Source: an optimization exercise on an open RTL-to-GDS flow (aim: small area, a short achievable clock period and few clock cycles per item). Production flows keep margins and buffers that such runs may drop.
The RTL was checked by simulation tests, not by an equivalence proof against the original design.

Setup of v6:
## fme_halfpel_win
module fme_halfpel_win #(
  parameter int PIX_W = 8,
  parameter int REF_W = 16,
  parameter int REF_H = 16
) (
  input  logic                         clk,
  input  logic                         rst,
  input  logic                         start,
  input  logic [$clog2(REF_W)-1:0]     cx,
  input  logic [$clog2(REF_H)-1:0]     cy,
  output logic                         rd_en,
  output logic [$clog2(REF_W*REF_H)-1:0] rd_addr,
  input  logic [PIX_W-1:0]             rd_data,
  output logic                         busy,
  output logic                         done,
  output logic [9*PIX_W-1:0]           half
);
  localparam int HW = 15;    
  localparam int VW = 20;    
  localparam logic [4:0] W0  = 5'b0_000_0;
  localparam logic [4:0] W1  = 5'b0_001_0;
  localparam logic [4:0] WM4 = 5'b1_000_1;
  localparam logic [4:0] WM5 = 5'b1_001_1;
  localparam logic [4:0] W16 = 5'b0_010_0;
  localparam logic [4:0] W20 = 5'b0_010_1;
  localparam logic [4:0] W36 = 5'b0_100_1;
  function automatic logic [4:0] wt0(input logic [2:0] d, input logic [3:0] ctr);
    if (ctr == 4'd0 && d == 3'd0)       wt0 = W36;
    else if (ctr == 4'd1 && d == 3'd7)  wt0 = W16;
  ...
For scale: roughly 2200 cells after synthesis, roughly 350 flip-flops.
==> flow/config.mk <==
export PLATFORM = sky130hd
export DESIGN_NAME = fme_halfpel_win
export DESIGN_NICKNAME = fme_halfpel_win
export VERILOG_FILES = /design/flow/design.v
export SDC_FILE = /design/flow/constraint.sdc
export NUM_CORES = 4
export LEC_CHECK = 0
export ABC_AREA = 1
export CAP_MARGIN = 20
export CORE_MARGIN = 2
export CORE_UTILIZATION = 40
export CTS_CLUSTER_DIAMETER = 150
export CTS_CLUSTER_SIZE = 26
export SLEW_MARGIN = 20
==> flow/constraint.sdc <==
create_clock -name core_clock -period 9.5 [get_ports {clk}]
set_input_delay 1.9000 -clock core_clock [delete_from_list [all_inputs] [get_ports {clk}]]
set_output_delay 1.9000 -clock core_clock [all_outputs]
set_load 0.01 [all_outputs]
standard.sh (not shown) runs the stock make flow with config.mk's settings and CLKGATE_MAP_FILE= SYNTH_SCRIPT=/design/flow/synth_recipe.tcl, a recipe that flattens the netlist after the stock synthesis.
==> flow/flow/run.sh <==
#!/bin/bash
set -euo pipefail
MARGIN=6.1
bash standard.sh SETUP_SLACK_MARGIN=$MARGIN "BUFFER_PORTS_ARGS=-buffer_cell sky130_fd_sc_hd__buf_2" finish > orfs_make.log 2>&1
v6 ran to completion and came out clean on the timing, design-rule and antenna checks.
Testbench counts of v6, summed over its fixed seeds: cycles 17,279, items 384.
Relative to v6, the following input files were edited for v7:
diff --git a/flow/flow/run.sh b/flow/flow/run.sh
--- a/flow/flow/run.sh
+++ b/flow/flow/run.sh
@@ -3 +3 @@
-MARGIN=6.1
+MARGIN=6.3
Notes after the runs:
- Delta (v7 minus v6): share of synthesized cell area in full adder, half adder and majority cells flat; non-clock buffer count in the final layout up 27; placed cell area flat.

Setup of build 81:
fme_halfpel_win again, from the RTL that the note above started with.
## fme_halfpel_win
module fme_halfpel_win #(
  parameter int PIX_W = 8,
  parameter int REF_W = 16,
  parameter int REF_H = 16
) (
  input  logic                         clk,
  input  logic                         rst,
  input  logic                         start,
  input  logic [$clog2(REF_W)-1:0]     cx,
  input  logic [$clog2(REF_H)-1:0]     cy,
  output logic                         rd_en,
  output logic [$clog2(REF_W*REF_H)-1:0] rd_addr,
  input  logic [PIX_W-1:0]             rd_data,
  output logic                         busy,
  output logic                         done,
  output logic [9*PIX_W-1:0]           half
);
  localparam int HW = 15;    
  localparam int VW = 20;    
  localparam logic [4:0] W0  = 5'b0_000_0;
  localparam logic [4:0] W1  = 5'b0_001_0;
  localparam logic [4:0] WM4 = 5'b1_000_1;
  localparam logic [4:0] WM5 = 5'b1_001_1;
  localparam logic [4:0] W16 = 5'b0_010_0;
  localparam logic [4:0] W20 = 5'b0_010_1;
  localparam logic [4:0] W36 = 5'b0_100_1;
  function automatic logic [4:0] wt0(input logic [2:0] d, input logic [3:0] ctr);
    if (ctr == 4'd0 && d == 3'd0)       wt0 = W36;
    else if (ctr == 4'd1 && d == 3'd7)  wt0 = W16;
    else if (ctr == 4'd2 && d == 3'd6)  wt0 = WM4;
    else if (ctr == 4'd14 && d == 3'd1) wt0 = WM4;
    else if (ctr == 4'd15 && d == 3'd0) wt0 = W16;
    else case (d)
      3'd5:    wt0 = W1;     
      3'd6:    wt0 = WM5;    
      3'd7:    wt0 = W20;    
      3'd0:    wt0 = W20;
      3'd1:    wt0 = WM5;
      3'd2:    wt0 = W1;
      default: wt0 = W0;
    endcase
  endfunction
  function automatic logic [4:0] wt1(input logic [2:0] d, input logic [3:0] ctr);
    if (ctr == 4'd0 && d == 3'd0)       wt1 = W16;
    else if (ctr == 4'd1 && d == 3'd7)  wt1 = WM4;
    else if (ctr == 4'd13 && d == 3'd2) wt1 = WM4;
    else if (ctr == 4'd14 && d == 3'd1) wt1 = W16;
  ...
==> flow/config.mk <==
export PLATFORM = sky130hd
export DESIGN_NAME = fme_halfpel_win
export DESIGN_NICKNAME = fme_halfpel_win
export VERILOG_FILES = /design/flow/design.v
export SDC_FILE = /design/flow/constraint.sdc
export NUM_CORES = 4
export LEC_CHECK = 0
export ABC_AREA = 1
export CAP_MARGIN = 20
export CORE_MARGIN = 2
export CORE_UTILIZATION = 40
export CTS_CLUSTER_DIAMETER = 120
export CTS_CLUSTER_SIZE = 28
export SLEW_MARGIN = 20
==> flow/constraint.sdc <==
create_clock -name core_clock -period 9.5 [get_ports {clk}]
set_input_delay 1.9000 -clock core_clock [delete_from_list [all_inputs] [get_ports {clk}]]
set_output_delay 1.9000 -clock core_clock [all_outputs]
set_load 0.01 [all_outputs]
==> flow/flow/run.sh <==
#!/bin/bash
set -euo pipefail
MARGIN=6.2
bash standard.sh SETUP_SLACK_MARGIN=$MARGIN "BUFFER_PORTS_ARGS=-buffer_cell sky130_fd_sc_hd__buf_2" finish > orfs_make.log 2>&1
Every stage of the flow completed for build 81, and the final layout passed the timing, design-rule and antenna checks.
Testbench counts of build 81, summed over its fixed seeds: cycles 17,279, items 384.
Input changes introduced in build 87 (baseline for comparison: build 81):
- CTS_CLUSTER_SIZE changed from 28 to 26
- CTS_CLUSTER_DIAMETER changed from 120 to 150
==> flow/flow/run.sh <==
#!/bin/bash
set -euo pipefail
MARGIN=5.85
bash standard.sh SETUP_SLACK_MARGIN=$MARGIN "BUFFER_PORTS_ARGS=-buffer_cell sky130_fd_sc_hd__buf_2" finish > orfs_make.log 2>&1
==> run notes <==
- [compare] base=build 81 new=build 87: share of cell area taken by flip-flops and latches up 0.55 points, longest individual stage delay on the worst path moved up.
- In build 87 the met3 global-route usage turned out 0.35 points lower than in build 81.
- The higher non-clock buffer count of build 87 and build 81 is in build 81.
- Build 87 vs build 81 on filler cell count in the final layout: build 87 is the lower one.
> inputs changed (build 87 -> build 76)
==> flow/flow/run.sh <==
#!/bin/bash
set -euo pipefail
MARGIN=6.0
bash standard.sh SETUP_SLACK_MARGIN=$MARGIN "BUFFER_PORTS_ARGS=-buffer_cell sky130_fd_sc_hd__buf_2" finish > orfs_make.log 2>&1
Findings:
- Compare build 76 and build 87 | area of all placed cells without fillers lower: build 87
- On build 76: met3 routed wirelength is 5.0% lower than what build 87 gave.
- Reported for build 76 and build 87, final hold violation count turned out identical to the last digit.
- ~same global routing usage on met2 in build 76 and build 87
- Build 76 ends up with higher slack of the critical path than build 87 does.
- Build 76 against build 87: met1 wire length essentially unchanged, amount of wire on met2 after detailed routing climbed 0.63%.
- [compare] base=build 87 new=build 76: flip-flop and latch share of the layout cell area now sits at about the same level; final cell count now sits at about the same level.

==> static timing again, ports no longer ideal <==
In the flow no input, the clock included, has a driving cell. The finished layouts below were timed again as built, in two steps.
Step 1 assumes that a clkbuf_16 drives the clock port and a buf_2 every other input.
Step 2, shift: input delay + t, output delay - t, t = (earliest + latest rising clock arrival at the registers) / 2. This alone moves slack from input paths to output paths.
Slacks: ideal / step 1 / step 2; pairs: ideal / step 1.
| run | t, ns | setup slack, ns | worst setup path after step 2 |
|---|---|---|---|
| v6 | 0.580 | 6.246 / 6.246 / 5.761 | input to register |
| v7 | 0.579 | 6.347 / 6.347 / 5.891 | input to register |
| build 81 | 0.583 | 6.292 / 6.254 / 5.836 | input to register |
| build 87 | 0.583 | 6.063 / 6.063 / 5.662 | input to register |
| build 76 | 0.580 | 6.172 / 6.172 / 5.663 | input to register |
After both steps every run listed still meets setup and hold. For build 76, which loses most, drivers alone change the setup slack by 0.000 ns; drivers and shift together by -0.509 ns.
